This is an optimization exercise on Yosys and OpenROAD, whose aim is small area, not a production implementation.
Only simulation tests tie the RTL to the original design; equivalence was not proved.
Power figures rest on the tool's default switching activity, not on a simulated workload.

**flow/config.mk**
```make
export PLATFORM = sky130hd
export DESIGN_NAME = pe_relay_fifo3
export DESIGN_NICKNAME = pe_relay_fifo3
export VERILOG_FILES = /design/flow/design.v
export SDC_FILE = /design/flow/constraint.sdc
export NUM_CORES = 4
export LEC_CHECK = 0
export CAP_MARGIN = 20
export CORE_MARGIN = 2
export CORE_UTILIZATION = 40
export SLEW_MARGIN = 20
```
**flow/constraint.sdc**
```tcl
create_clock -name core_clock -period 5.0 [get_ports {clk}]
set_input_delay 1.0000 -clock core_clock [delete_from_list [all_inputs] [get_ports {clk}]]
set_output_delay 1.0000 -clock core_clock [all_outputs]
set_load 0.01 [all_outputs]
```
**flow/design.v**
```verilog
module pe_relay_chan #(
    parameter int WIDTH    = 132,
    parameter int DEPTH    = 4,
    parameter int CNT_BITS = $clog2(DEPTH) + 1
) (
    input  logic                clk,
    input  logic                reset,
    input  logic                i_run,
    input  logic [WIDTH-1:0]    i_data,
    input  logic                i_valid,
    output logic                o_ready,
    output logic [WIDTH-1:0]    o_data,
    output logic                o_valid,
    input  logic                i_ready,
    output logic [CNT_BITS-1:0] o_count
);
    localparam int PTR_BITS = $clog2(DEPTH);
    localparam logic [CNT_BITS-1:0] FULL_CNT = CNT_BITS'(DEPTH);
    localparam logic [CNT_BITS-1:0] ZERO_CNT = {CNT_BITS{1'b0}};
    localparam logic [CNT_BITS-1:0] ONE_CNT  = CNT_BITS'(1);
    localparam logic [PTR_BITS-1:0] ONE_PTR  = PTR_BITS'(1);
    logic [WIDTH-1:0]    r_mem [DEPTH];
    logic [PTR_BITS-1:0] r_wptr;
    logic [PTR_BITS-1:0] r_rptr;
    logic [CNT_BITS-1:0] r_count;
    logic [WIDTH-1:0]    r_last;
    logic                w_ready;
    logic                w_valid;
    logic                w_push;
    logic                w_pop;
    logic [WIDTH-1:0]    w_data;
    always_comb begin
        w_ready = i_run && (r_count != FULL_CNT);
        w_valid = i_run && (r_count != ZERO_CNT);
        w_push  = i_valid && w_ready;
        w_pop   = w_valid && i_ready;
    end
    always_ff @(posedge clk) begin
        if (w_push && !reset) begin
            r_mem[r_wptr] <= i_data;
        end
    end
    always_ff @(posedge clk) begin
        if (reset) begin
            r_wptr  <= {PTR_BITS{1'b0}};
            r_rptr  <= {PTR_BITS{1'b0}};
            r_count <= ZERO_CNT;
            r_last  <= {WIDTH{1'b0}};
        end else begin
            if (w_push) begin
                r_wptr <= r_wptr + ONE_PTR;
            end
            if (w_pop) begin
                r_rptr <= r_rptr + ONE_PTR;
                r_last <= r_mem[r_rptr];
            end
            case ({w_push, w_pop})
                2'b10:   r_count <= r_count + ONE_CNT;
                2'b01:   r_count <= r_count - ONE_CNT;
                default: r_count <= r_count;
            endcase
        end
    end
    always_comb begin
        if (r_count != ZERO_CNT) begin
            w_data = r_mem[r_rptr];
        end else begin
            w_data = r_last;
        end
    end
    always_comb begin
        o_ready = w_ready;
        o_valid = w_valid;
        o_data  = w_data;
        o_count = r_count;
    end
endmodule
module pe_relay_fifo3 #(
    parameter int EAST_WIDTH  = 132,
    parameter int NORTH_WIDTH = 164,
    parameter int SOUTH_WIDTH = 164,
    parameter int DEPTH       = 4,
    parameter int CNT_BITS    = $clog2(DEPTH) + 1
) (
    input  logic                   clk,
    input  logic                   reset,
    input  logic                   ap_start,
    input  logic [EAST_WIDTH-1:0]  in_from_east,
    input  logic                   in_east_valid,
    output logic                   in_east_ready,
    output logic [EAST_WIDTH-1:0]  out_to_east,
    output logic                   out_east_valid,
    input  logic                   out_east_ready,
    input  logic [NORTH_WIDTH-1:0] in_from_north,
    input  logic                   in_north_valid,
    output logic                   in_north_ready,
    output logic [NORTH_WIDTH-1:0] out_to_north,
    output logic                   out_north_valid,
    input  logic                   out_north_ready,
    input  logic [SOUTH_WIDTH-1:0] in_from_south,
    input  logic                   in_south_valid,
    output logic                   in_south_ready,
    output logic [SOUTH_WIDTH-1:0] out_to_south,
    output logic                   out_south_valid,
    input  logic                   out_south_ready,
    output logic [CNT_BITS-1:0]    east_count,
    output logic [CNT_BITS-1:0]    north_count,
    output logic [CNT_BITS-1:0]    south_count,
    output logic                   busy
);
    logic [CNT_BITS-1:0] w_east_count;
    logic [CNT_BITS-1:0] w_north_count;
    logic [CNT_BITS-1:0] w_south_count;
    pe_relay_chan #(
        .WIDTH    (EAST_WIDTH),
        .DEPTH    (DEPTH),
        .CNT_BITS (CNT_BITS)
    ) u_east (
        .clk     (clk),
        .reset   (reset),
        .i_run   (ap_start),
        .i_data  (in_from_east),
        .i_valid (in_east_valid),
        .o_ready (in_east_ready),
        .o_data  (out_to_east),
        .o_valid (out_east_valid),
        .i_ready (out_east_ready),
        .o_count (w_east_count)
    );
    pe_relay_chan #(
        .WIDTH    (NORTH_WIDTH),
        .DEPTH    (DEPTH),
        .CNT_BITS (CNT_BITS)
    ) u_north (
        .clk     (clk),
        .reset   (reset),
        .i_run   (ap_start),
        .i_data  (in_from_north),
        .i_valid (in_north_valid),
        .o_ready (in_north_ready),
        .o_data  (out_to_north),
        .o_valid (out_north_valid),
        .i_ready (out_north_ready),
        .o_count (w_north_count)
    );
    pe_relay_chan #(
        .WIDTH    (SOUTH_WIDTH),
        .DEPTH    (DEPTH),
        .CNT_BITS (CNT_BITS)
    ) u_south (
        .clk     (clk),
        .reset   (reset),
        .i_run   (ap_start),
        .i_data  (in_from_south),
        .i_valid (in_south_valid),
        .o_ready (in_south_ready),
        .o_data  (out_to_south),
        .o_valid (out_south_valid),
        .i_ready (out_south_ready),
        .o_count (w_south_count)
    );
    always_comb begin
        east_count  = w_east_count;
        north_count = w_north_count;
        south_count = w_south_count;
        busy        = (w_east_count != {CNT_BITS{1'b0}}) ||
                      (w_north_count != {CNT_BITS{1'b0}}) ||
                      (w_south_count != {CNT_BITS{1'b0}});
    end
endmodule
```
**flow/run.sh**
```bash
#!/bin/bash
# synth_recipe.tcl (not shown) runs the flow's synth.tcl, then flattens the netlist and writes it again
# the make line also repeats each setting of config.mk as NAME=value (left out here)
make -C /OpenROAD-flow-scripts/flow DESIGN_CONFIG=/design/flow/config.mk WORK_HOME=/design/flow/orfs CLKGATE_MAP_FILE= SYNTH_SCRIPT=/design/flow/synth_recipe.tcl finish
```
==> impl_summary.txt <==
----------------------------------------------------
[STA]
  Worst relative slew slack ... 0.3593
  Final count of pins violating max slew ... 0
  Final hold violation count ... 0
  Setup tns final ... 0 ns
  Setup repair after global routing missed its margin ... false
  Maximum clock rate ... 0.2223 GHz
  Skew final ... 0.05168 ns
  Final min period ... 4.499 ns
  Number of failing setup endpoints in the final timing report ... 0
  Measured slew at the worst slew-check pin ... 0.9610 ns
  Fin worst setup slack ... 0.5010 ns
  Final worst path period share ... 0.8998

[Pwr]
  P_sw ... 0.01046 W
  Max IR drop VDD ... 0.4727 mV
  Total power of the final layout ... 0.04498 W
  Static leakage ... 35.54 nW
  Clk pwr share ... 0.390
  Pwr per Cell Area ... 415.2 mW/mm²
  Switching part of the total ... 0.2325
  Part of the power in combinational logic ... 0.133
  Sequential group share of total power ... 0.477
  Cell-internal power ... 0.03452 W

[Setup path]
  Arrival time of the worst setup path ... 3.50 ns
  Worst setup EP type ... output port
  Critical Path Source Type ... flop
  Largest driver fanout on the critical path ... 30
  Critical Path RT ... 4.00 ns
  Critical path start-end classification ... reg -> out

[Detailed routing]
  Residual DRC count ... 0
  Detailed-route wire length ... 222,000 µm
  Number of detailed-routing iterations run before antenna repair ... 5
  Via count of the routed design ... 44,330
  Detail-routed net length per standard cell ... 26.87 µm
  Via-to-Cell Ratio ... 5.367
  First DRT Iteration DRCs ... 3,166
  Remaining number of nets flagged by the antenna check after routing ... 0

[Yosys]
  Count of unique library cells instantiated by Yosys ... 33
  Synthesized flop and latch total ... 2,327
  Largest family of logic cells by synthesized area ... multiplexers
  Net count of the mapped netlist ... 4,599
  Number of enable flip-flop cells after synthesis ... 1,840
  Adder-cell share of the synthesized area ... 0.002853
  Most used flip-flop cell after synthesis ... sky130_fd_sc_hd__edfxtp_1
  Xor/xnor cell area share of the yosys netlist ... 0.0009078
  Synth Area in Compound Gates ... 0.04843
  Simple-gate area share of the yosys netlist ... 0.004726
  Leading post-synthesis cells by cell area ... sky130_fd_sc_hd__edfxtp_1 (64%), sky130_fd_sc_hd__mux4_2 (12%), sky130_fd_sc_hd__dfxtp_1 (11%)
  Share of synthesized area occupied by flip-flops and latches ... 0.7486
  Count of yosys warnings during synthesis ... 3
  Share of the synthesized area in the top cell type ... 0.6363
  Mapped Avg Cell Area ... 21.12 µm²
  Mapped cell area ... 0.08683 mm²
  Cells after synthesis ... 4,112
  Most frequent cell after synthesis ... sky130_fd_sc_hd__edfxtp_1
  Multiplexer share of the synthesized area ... 0.1790
  Synth top cells by count ... sky130_fd_sc_hd__edfxtp_1 (1,840), sky130_fd_sc_hd__dfxtp_1 (487), sky130_fd_sc_hd__a22o_1 (460), sky130_fd_sc_hd__mux2_2 (460), sky130_fd_sc_hd__mux4_2 (460)
  Async SR Flop Fraction ... 0
  Cell taking the most area after synthesis ... sky130_fd_sc_hd__edfxtp_1

[Global routing]
  Global-route wire length before repair ... 320,000 µm
  Overall overflow remaining after global route ... 0
  Number of antenna violations at the first check in global routing ... 99
  Via count of the first global-routing pass ... 45,660
  All-Layer GR Usage ... 0.1966
  Largest net degree at the start of global routing ... 133

[Floorplanning]
  Count of boundary I/O pins ... 945
  Die W ... 469.9 µm
  Initial standard-cell utilization of the core ... 0.4010
  Rows ... 171
  Area of the die ... 0.2208 mm²
  Height of the chip ... 469.9 µm
  Placeable core region ... 0.2165 mm²

[CTS]
  Number of hold-repair buffers added at the cts stage ... 0
  Clock root buffer ... sky130_fd_sc_hd__clkbuf_16
  H-tree lvl count ... 4
  Longest Clk Path Bufs ... 3
  Count of clock tree sinks ... 2,327
  Skew-Pair Late Insertion Delay ... 0.86 ns
  Post-CTS repair timing setup buffer count ... 0
  Clock slew at reported path FFs ... 0.06 ns
  Number of buffers created by CTS ... 235
  CTS tree ... built
  Number of gates resized after CTS ... 0

[Cells and area]
  Final-stage net count ... 5,650
  Post-route cell area ... 0.1083 mm²
  Fillers ... 17,510
  Area growth, synth to finish ... 24.78%
  Share of cells above drive strength 1 ... 0.2690

[Placed design]
  Placed cell area ... 0.1004 mm²
  Placement-stage worst setup slack ... 1.037 ns
  Count of buffers from port buffering ... 944
  Routability-driven placement congestion ratio ... 0.7667
  Final HPWL from detailed placement ... 140,700 µm

[Flow run]
  Max-capacitance violation count ... 0

[Outcome]
  Result of the run ... finished clean

[Worst hold path]
  Hold/Removal Path Class ... reg -> reg

----------------------------------------------------
==> registers in the layout (all words and copies together), names as in the netlist, named ones only <==
signal / flops
u_east.r_count: 3
u_east.r_last: 132
u_east.r_mem: 528
u_east.r_rptr: 2
u_east.r_wptr: 2
u_north.r_count: 3
u_north.r_last: 164
u_north.r_mem: 656
u_north.r_rptr: 2
u_north.r_wptr: 2
u_south.r_count: 3
u_south.r_last: 164
u_south.r_mem: 656
u_south.r_rptr: 2
u_south.r_wptr: 2
==> worst paths after layout <==
check	start	to	slack, ns	cells past startpoint
max	flop	out_to_east[88]	0.50	4
min	u_east.r_last[91]$_SDFFE_PP0P_	u_east.r_last[91]$_SDFFE_PP0P_	0.46	1
max reg2reg	u_east.r_count[2]$_SDFFE_PP0P_	u_east.r_count[2]$_SDFFE_PP0P_	2.47	8
min reg2reg	u_east.r_last[91]$_SDFFE_PP0P_	u_east.r_last[91]$_SDFFE_PP0P_	0.46	1
==> layout by cell type (no fill, tap or decap), types with 33 or more instances in the layout <==
cell	instances
sky130_fd_sc_hd__clkbuf_16	239
sky130_fd_sc_hd__mux4_2	460
sky130_fd_sc_hd__a22o_1	460
sky130_fd_sc_hd__clkinv_2	44
sky130_fd_sc_hd__diode_2	33
sky130_fd_sc_hd__dfxtp_1	481
sky130_fd_sc_hd__buf_12	62
sky130_fd_sc_hd__edfxtp_1	1840
sky130_fd_sc_hd__mux2_2	460
sky130_fd_sc_hd__buf_4	68
sky130_fd_sc_hd__clkdlybuf4s50_1	943
sky130_fd_sc_hd__clkbuf_1	53
==> cell families after synthesis <==
group | after synthesis
flops | 2327
mux | 920
compound gates | 490
buf+inv | 275
simple gates | 73
fa+ha+maj | 18
xor+xnor | 9
==> power groups by stage <==
stage               registers (W)  clock network (W)  logic (W)
floorplan                  0.0218                  0    0.00293
global placement           0.0218                  0    0.00603
global route               0.0215             0.0187    0.00629
CTS                        0.0214             0.0180    0.00609
finish                     0.0214             0.0175    0.00600
detailed placement         0.0218                  0    0.00605
==> cell type report <==
| cell class | instances | area, µm² | share of cell area |
|---|---|---|---|
| Clock buffer | 324 | 6620 | 0.06110 |
| Inverter | 15 | 56.30 | 0.0005197 |
| Multi-Input combinational cell | 1510 | 20560 | 0.1898 |
| Sequential cell | 2327 | 65020 | 0.6002 |
| Timing Repair Buffer | 1074 | 11200 | 0.1033 |
| Antenna cell | 33 | 82.58 | 0.0007622 |
| Clock inverter | 122 | 1231 | 0.01136 |
| Tap cell | 2854 | 3571 | 0.03296 |
==> through the flow <==
step | cells | hold slack (ns) | utilization
after floorplan | 4112 | 0.4366 | -
after global placement | 7780 | 0.4499 | 0.4637
after detailed placement | 7780 | 0.4487 | 0.4637
after CTS | 8226 | 0.4695 | 0.5000
after global routing | 8251 | 0.4781 | 0.5003
final | 8259 | 0.4640 | 0.5004
==> worst max-delay path, stage by stage (launching register included) <==
cell,delay [ns]
sky130_fd_sc_hd__dfxtp_4,0.76
sky130_fd_sc_hd__buf_4,0.48
sky130_fd_sc_hd__mux4_2,0.58
sky130_fd_sc_hd__mux2_2,0.28
sky130_fd_sc_hd__clkdlybuf4s50_1,0.53
==> metal layers <==
| metal | global-route usage | routed length [µm] | vias up |
|---|---|---|---|
| li1 | - | - | 19260 |
| met1 | 0.2445 | 88470 | 23190 |
| met2 | 0.3197 | 107700 | 1339 |
| met3 | 0.06593 | 17640 | 438 |
| met4 | 0.07232 | 7522 | 96 |
| met5 | 0 | 586 | - |

-- separate check: timing with driven ports --
Ports are ideal in the flow. The routed layout listed here was re-timed in OpenROAD. Step 1: set_driving_cell puts a clkbuf_16 on clk and a buf_2 on each other input, an assumption about the parent block. Step 2 times the ports against the registers' clock, not the clock port: input delays grow and output delays shrink by t, the midpoint of the rising clock arrivals with the driver on. Three values: ideal, step 1, step 2; two values: the first two.
t, ns: 0.924
slack for setup (ns): 0.501 / 0.411 / 1.152
clock arrival spread, ns: 0.057 / 0.057
After both steps this run still meets setup and hold. The setup slack of this run moves by -0.090 ns with the drivers and by +0.651 ns with both steps.
